Background: an optimization exercise with open tools, aiming at small area, a short achievable clock period and few clock cycles per item. Do not read the settings as production practice.
Where RTL was checked, it was by simulation tests only, not by an equivalence proof against the original.

run A:
// audio_spike_detector
module audio_spike_detector
(
  input  wire logic        clk_i,
  input  wire logic        rst_ni,
  input  wire logic        cfg_we_i,
  input  wire logic [1:0]  cfg_idx_i,
  input  wire logic [15:0] cfg_data_i,
  input  wire logic        s_axis_tvalid,
  output logic             s_axis_tready,
  input  wire logic [23:0] s_axis_tdata,
  output logic             m_axis_tvalid,
  input  wire logic        m_axis_tready,
  output logic [15:0]      m_axis_tdata,
  output logic             m_axis_tuser
);
Settings: LEC_CHECK=0, ABC_AREA=1, CAP_MARGIN=20, CORE_MARGIN=2, CORE_UTILIZATION=40, SETUP_SLACK_MARGIN=2.7, SLEW_MARGIN=20; clock period 6.5 ns.
standard.sh (not shown) runs the stock make flow with config.mk's settings and CLKGATE_MAP_FILE= SYNTH_SCRIPT=/design/flow/synth_recipe.tcl, a recipe that flattens the netlist after the stock synthesis.
==> flow/flow/run.sh <==
#!/bin/bash
# Standard layout, with the adders left to ABC instead of the platform's full/half adder cells.
set -euo pipefail
bash standard.sh ADDER_MAP_FILE= finish > make_finish.log 2>&1
Testbench counts of run A, summed over its fixed seeds: cycles 12,031, items 8,000.
[inputs] run B vs run A
Settings: changing SETUP_SLACK_MARGIN from 2.7 to 2.9.
==> flow/flow/run.sh <==
#!/bin/bash
# Standard layout, with the adders left to ABC instead of the platform's full/half adder cells
# and ABC's area script replaced by flow/abc_area.script (area mapping under a delay target).
set -euo pipefail
work=$(pwd)
mkdir -p "$work/scripts"
for f in "$FLOW_HOME"/scripts/*; do ln -sf "$f" "$work/scripts/"; done
rm -f "$work/scripts/abc_area.script"
cp "$work/flow/abc_area.script" "$work/scripts/abc_area.script"
bash standard.sh ADDER_MAP_FILE= SCRIPTS_DIR="$work/scripts" finish > make_finish.log 2>&1
==> flow/flow/abc_area.script (new file) <==
strash
dch
map -D 2600
topo
stime -c
buffer -c
upsize -D 2600
dnsize -D 2600
[summary]
Diff run A -> run B: total wirelength of the detailed-routed design +3.2%, multiplexer share of the synthesized area rose 0.33 points, global-route usage increased by 1.3 points relative to the old numbers, wire length of the first global-routing pass has decreased, number of placed instances, taps included down 494. Compared with run A, run B improves worst hold slack. Cmp run B vs run A: share of post-route cells with drive strength above 1 higher in run B.
### run B -> run C
Settings: a change of SETUP_SLACK_MARGIN from 2.9 to 3.1.
==> flow/flow/run.sh <==
#!/bin/bash
# Standard layout, with the adders left to ABC instead of the platform's full/half adder cells,
# and the port buffers made from buf_2 cells.
set -euo pipefail
export BUFFER_PORTS_ARGS="-buffer_cell sky130_fd_sc_hd__buf_2"
bash standard.sh ADDER_MAP_FILE= "BUFFER_PORTS_ARGS=-buffer_cell sky130_fd_sc_hd__buf_2" finish > make_finish.log 2>&1
removed: flow/flow/abc_area.script
==> comparison <==
Sort run C and run B by post-CTS setup-driven buffer insertion count asc -> top: run C
Wire length went up slightly going from run B to run C.
Compared with run B, amount of wire on met2 after detailed routing in run C decreased by a few percent.
Run C vs run B on number of non-filler instances in the completed layout: run C is the higher one.
### run C -> run D
Settings: changing CORE_UTILIZATION from 40 to 60; changing SETUP_SLACK_MARGIN from 3.1 to 2.9; setting PLACE_DENSITY to 0.75 for the first time.
==> flow/flow/run.sh <==
#!/bin/bash
# Standard layout, with the adders left to ABC instead of the platform's full/half adder cells.
set -euo pipefail
bash standard.sh ADDER_MAP_FILE= finish > make_finish.log 2>&1
### Flow results
Per the comparison of run D with run C, share of the clock period used by the worst path increased 2.8 points.
Minimum setup slack in the final design: lower on run D
Compared with run C, run D shows a lower wire length of the first global-routing pass.
Non-clock buffer count for run D: about 15% down relative to run C
Of run C and run D, the higher vias per cell belongs to run D.
The critical path launch point comes out m_axis_tready in one run and ph_q[0] in the other, namely in run D and run C respectively.
Compared with run C, in run D maximum number of pins on one net before global-route repair rose 20, shortest period the worst path allows up 180 ps.


The RTL this note starts from:
==> flow/design.v <==
`default_nettype none
package asd_pkg;
  localparam int SampleBits  = 12;
  localparam int ElapsedBits = 8;
  localparam int TimerBits   = 16;
  localparam int SumBits     = 19;
  localparam int CountBits   = 7;
  localparam int FracBits    = 10;
  localparam int CfgIdxBits  = 2;
  localparam int CfgDataBits = 16;
  localparam int InDataBits  = ((SampleBits + ElapsedBits + 7) / 8) * 8;
  localparam int OutDataBits = ((SampleBits + 7) / 8) * 8;
  localparam int ProdBits    = SampleBits + FracBits;
  localparam int ThrBits     = ProdBits - 8 + 1;
  localparam int JobBits     = 1 + 1 + SumBits + CountBits;
  localparam int QDepth      = 2;
  localparam int QPtrBits    = $clog2(QDepth);
  localparam int QCntBits    = $clog2(QDepth + 1);
  localparam int DivSteps    = SumBits;
  localparam int DivCntBits  = $clog2(DivSteps);
  localparam logic [SampleBits-1:0]  AvgReset      = SampleBits'(2048);
  localparam logic [TimerBits-1:0]   HoldoffReset  = TimerBits'(100);
  localparam logic [FracBits-1:0]    FracReset     = FracBits'(77);
  localparam logic [TimerBits-1:0]   LogPerReset   = TimerBits'(50);
  localparam logic [CountBits-1:0]   PerAvgReset   = CountBits'(20);
  typedef enum logic [CfgIdxBits-1:0] {
    CFG_HOLDOFF  = 2'd0,
    CFG_FRACTION = 2'd1,
    CFG_LOG_PER  = 2'd2,
    CFG_PER_AVG  = 2'd3
  } cfg_idx_e;
  typedef struct packed {
    logic                 spike;
    logic                 div;
    logic [SumBits-1:0]   sum;
    logic [CountBits-1:0] divisor;
  } job_t;
  typedef struct packed {
    logic                  upd;
    logic [SampleBits-1:0] level;
  } avg_t;
  typedef struct packed {
    logic push;
    logic pending;
  } front_stat_t;
endpackage
`default_nettype wire
`default_nettype none
module audio_spike_detector
(
  input  wire logic        clk_i,
  input  wire logic        rst_ni,
  input  wire logic        cfg_we_i,
  input  wire logic [1:0]  cfg_idx_i,
  input  wire logic [15:0] cfg_data_i,
  input  wire logic        s_axis_tvalid,
  output logic             s_axis_tready,
  input  wire logic [23:0] s_axis_tdata,
  output logic             m_axis_tvalid,
  input  wire logic        m_axis_tready,
  output logic [15:0]      m_axis_tdata,
  output logic             m_axis_tuser
);
  localparam int DivBits = 3;                
  localparam int DivCyc  = 12 / DivBits;     
  localparam int PhBits  = $clog2(DivCyc + 2);
  logic [15:0] hold_q, lper_q;
  logic [9:0]  frac_q;
  logic [6:0]  pavg_q;
  logic        v2_q;       
  logic        dv2_q;      
  logic [11:0] smp2_q;
  logic [7:0]  dt2_q;
  logic [15:0] htmr_q, ptmr_q;
  logic [11:0] peak_q;
  logic [18:0] sum_q;      
  logic [6:0]  cnt_q;      
  logic [11:0] avg_q;
  logic [22:0] prod_q;     
  logic [PhBits-1:0] ph_q;
  logic              mul_q;    
  logic              mreq_q;   
  logic ov0_q, ov1_q;
  logic os0_q, os1_q;
  logic spkd_q;                
  logic pop, push, push_spk, s2_fire, acc_ok, acc, drained;
  logic run_last, div_last, adv;
  assign pop      = ov0_q && m_axis_tready;
  assign drained  = !ov0_q || (!ov1_q && m_axis_tready);
  assign run_last = (ph_q == PhBits'(DivCyc + 1));
  assign div_last = !mul_q && (ph_q == PhBits'(DivCyc));
  assign adv      = (ph_q != '0) && (!div_last || drained);
  assign s2_fire  = v2_q && (dv2_q || (ph_q == '0 && !mreq_q && !ov1_q));
  assign acc_ok   = !mreq_q && (ph_q == '0 || run_last) && (!v2_q || s2_fire);
  assign s_axis_tready = acc_ok;
  assign acc      = s_axis_tvalid && acc_ok;
  logic [11:0] smp;
  logic [7:0]  dt;
  logic [16:0] p_left;
  logic        per_end, div_now, gt;
  logic [15:0] p_add;
  logic [11:0] peak_new;
  logic [18:0] sum_a, sum_b, sum_new;
  logic [6:0]  cnt_inc;
  always_comb begin
    smp      = s_axis_tdata[11:0];
    dt       = s_axis_tdata[19:12];
    p_left   = {1'b0, lper_q} - {1'b0, ptmr_q};
    per_end  = p_left[16] || (p_left[15:8] == 8'd0 && dt >= p_left[7:0]);
    p_add    = ptmr_q + {8'b0, dt};
    gt       = (smp > peak_q);
    peak_new = gt ? smp : peak_q;
    sum_a    = sum_q + {7'b0, peak_q};
    sum_b    = sum_q + {7'b0, smp};
    sum_new  = gt ? sum_b : sum_a;
    cnt_inc  = cnt_q + 7'd1;
    div_now  = per_end && (cnt_inc >= pavg_q);
  end
  logic [16:0] h_left, h_add;
  logic [15:0] h_sat;
  logic        hgt, spike;
  always_comb begin
    h_left = {1'b0, hold_q} - {1'b0, htmr_q};
    hgt    = (hold_q != 16'hFFFF) &&
             (h_left[16] || (h_left[15:8] == 8'd0 && dt2_q > h_left[7:0]));
    h_add  = {1'b0, htmr_q} + {9'b0, dt2_q};
    h_sat  = h_add[16] ? 16'hFFFF : h_add[15:0];
    spike  = hgt && ({3'b0, smp2_q} > prod_q[22:8]);
  end
  logic [6:0]         rem;
  logic [8:0]         t, d1, d2, d3;
  logic [9:0]         e1, e2, e3;
  logic               c1, c2, c3;
  logic [7:0]         t2;
  logic [8:0]         f1;
  logic [DivBits-1:0] qd;
  logic [18:0]        sum_div;
  always_comb begin
    d1  = {2'b0, cnt_q};
    d2  = {1'b0, cnt_q, 1'b0};
    d3  = d1 + d2;
    rem = sum_q[18:12];
    t   = {rem, sum_q[11:10]};
    e1  = {1'b0, t} - {1'b0, d1};
    e2  = {1'b0, t} - {1'b0, d2};
    e3  = {1'b0, t} - {1'b0, d3};
    c1  = !e1[9];
    c2  = !e2[9];
    c3  = !e3[9];
    qd[2:1] = {c2, c3 || (c1 && !c2)};
    rem = c3 ? e3[6:0] : c2 ? e2[6:0] : c1 ? e1[6:0] : t[6:0];
    t2  = {rem, sum_q[9]};
    f1  = {1'b0, t2} - {2'b0, cnt_q};
    qd[0] = !f1[8];
    rem = qd[0] ? f1[6:0] : t2[6:0];
    sum_div = {rem, sum_q[11-DivBits:0], qd};
  end
  logic [DivBits-1:0] hdig;
  logic [10:0]        mult;
  logic [PhBits-1:0]  didx;
  always_comb begin
    mult = 11'd256 + {1'b0, frac_q};
    didx = ph_q - PhBits'(2);
    hdig = '0;
    for (int k = 0; k < DivCyc; k++) begin
      if (didx == PhBits'(k)) hdig = avg_q[12 - DivBits*k - 1 -: DivBits];
    end
    if (!mul_q && !run_last) hdig = sum_q[DivBits-1:0];
  end
  always_ff @(posedge clk_i or negedge rst_ni) begin
    if (!rst_ni) begin
      hold_q <= 16'd100;
      frac_q <= 10'd77;
      lper_q <= 16'd50;
      pavg_q <= 7'd20;
    end else if (cfg_we_i) begin
      case (cfg_idx_i)
        2'd0: hold_q <= cfg_data_i;
        2'd1: frac_q <= cfg_data_i[9:0];
        2'd2: lper_q <= cfg_data_i;
        default: pavg_q <= cfg_data_i[6:0];
      endcase
    end
  end
  assign push     = (s2_fire && !dv2_q) || (adv && div_last);
  assign push_spk = dv2_q ? spkd_q : spike;
  always_ff @(posedge clk_i or negedge rst_ni) begin
    if (!rst_ni) begin
      v2_q    <= 1'b0;
      dv2_q   <= 1'b0;
      htmr_q  <= '0;
      ptmr_q  <= '0;
      peak_q  <= '0;
      sum_q   <= '0;
      cnt_q   <= '0;
      avg_q   <= 12'd2048;
      ph_q    <= '0;
      mul_q   <= 1'b0;
      mreq_q  <= 1'b1;
      ov0_q   <= 1'b0;
      ov1_q   <= 1'b0;
    end else begin
      if (acc) begin
        v2_q  <= 1'b1;
        dv2_q <= div_now;
      end else if (s2_fire) begin
        v2_q  <= 1'b0;
      end
      if (acc) begin
        ptmr_q <= per_end ? '0 : p_add;
        peak_q <= per_end ? '0 : peak_new;
        if (per_end) begin
          sum_q <= sum_new;
          cnt_q <= cnt_inc;
        end
      end else if (adv && div_last) begin
        sum_q <= '0;
        cnt_q <= '0;
        avg_q <= sum_div[11:0];
      end else if (adv && !mul_q && !run_last) begin
        sum_q <= sum_div;
      end
      if (s2_fire) htmr_q <= spike ? '0 : h_sat;
      if (acc && div_now) begin
        ph_q  <= PhBits'(1);
        mul_q <= 1'b0;
      end else if (ph_q == '0 && mreq_q) begin
        ph_q  <= PhBits'(1);
        mul_q <= 1'b1;
      end else if (run_last) begin
        ph_q  <= '0;
      end else if (adv) begin
        ph_q  <= ph_q + PhBits'(1);
      end
      if (cfg_we_i && cfg_idx_i == 2'd1) mreq_q <= 1'b1;
      else if (ph_q == '0)               mreq_q <= 1'b0;
      if (push && !pop) begin
        if (!ov0_q) ov0_q <= 1'b1;
        else        ov1_q <= 1'b1;
      end else if (pop && !push) begin
        ov0_q <= ov1_q;
        ov1_q <= 1'b0;
      end
    end
  end
  always_ff @(posedge clk_i) begin
    if (acc) begin
      smp2_q <= smp;
      dt2_q  <= dt;
    end
    if (s2_fire && dv2_q) spkd_q <= spike;
    if (push && pop) begin
      if (ov1_q) begin
        os0_q <= os1_q;
        os1_q <= push_spk;
      end else begin
        os0_q <= push_spk;
      end
    end else if (push) begin
      if (!ov0_q) os0_q <= push_spk;
      else        os1_q <= push_spk;
    end else if (pop) begin
      os0_q <= os1_q;
    end
    if (ph_q == PhBits'(1)) prod_q <= '0;
    if (adv && ph_q >= PhBits'(2)) prod_q <= (prod_q << DivBits) + 23'(hdig) * 23'(mult);
  end
  assign m_axis_tvalid = ov0_q;
  assign m_axis_tuser  = os0_q;
  assign m_axis_tdata  = {4'b0, avg_q};
endmodule
`default_nettype wire
==> flow/config.mk <==
export PLATFORM = sky130hd
export DESIGN_NAME = audio_spike_detector
export DESIGN_NICKNAME = audio_spike_detector
export VERILOG_FILES = /design/flow/design.v
export SDC_FILE = /design/flow/constraint.sdc
export NUM_CORES = 4
export LEC_CHECK = 0
export ABC_AREA = 1
export CAP_MARGIN = 20
export CORE_MARGIN = 2
export CORE_UTILIZATION = 40
export SETUP_SLACK_MARGIN = 3.2
export SLEW_MARGIN = 20
==> flow/constraint.sdc <==
create_clock -name core_clock -period 6.5 [get_ports {clk_i}]
set_input_delay 1.3000 -clock core_clock [delete_from_list [all_inputs] [get_ports {clk_i}]]
set_output_delay 1.3000 -clock core_clock [all_outputs]
set_load 0.01 [all_outputs]
==> flow/flow/run.sh <==
#!/bin/bash
# Standard layout, with the adders left to ABC instead of the platform's full/half adder cells.
set -euo pipefail
bash standard.sh ADDER_MAP_FILE= finish > make_finish.log 2>&1
The first run passed the timing, design-rule and antenna checks.
Then changed:
- SETUP_SLACK_MARGIN: 3.2 -> 2.9
- The new run finished clean
- final area shrinks by a few percent
- clock skew barely changes
- worst setup slack loses 0.071 ns
- sequential share of layout area came out higher by 1.8 points
- die area does not change
- routed wire length fell by a few percent
- via count falls by a few percent
- non-clock buffer count falls by 59
- hold slack is better by 0.012 ns
Function was not checked in any run of this note: the RTL went through the layout flow alone.

## separate check: timing with driven ports
No port has a modelled driver above. Below, the same layouts with a new extraction and two added sets of constraints. Step 1 (the two cells are an assumption about what drives the block):
set clk [get_ports {clk_i}]
set_driving_cell -lib_cell sky130_fd_sc_hd__clkbuf_16 $clk
set_driving_cell -lib_cell sky130_fd_sc_hd__buf_2 [delete_from_list [all_inputs] $clk]
Step 2, shift: input delay + t, output delay - t, t = (earliest + latest rising clock arrival at the registers) / 2. This alone moves slack from input paths to output paths. a / b / c = ideal / step 1 / step 2; a / b = the first two.
run | shift t [ns] | setup slack, ns | slew at the worst register clock pin (ns)
run A | 0.504 | 2.841 / 2.786 / 2.430 | 0.08 / 0.08
run B | 0.489 | 2.647 / 2.647 / 2.208 | 0.08 / 0.08
run C | 0.520 | 3.203 / 3.144 / 2.809 | 0.08 / 0.08
run D | 0.498 | 3.024 / 3.049 / 2.551 | 0.09 / 0.09
the first run of note 2 | 0.502 | 3.081 / 3.106 / 2.605 | 0.08 / 0.08
the second run of note 2 | 0.495 | 3.010 / 3.004 / 2.508 | 0.08 / 0.08
After both steps setup and hold are still met in every run listed. The setup slack of the second run of note 2, which loses most, moves by -0.006 ns with the drivers and by -0.502 ns with both steps.
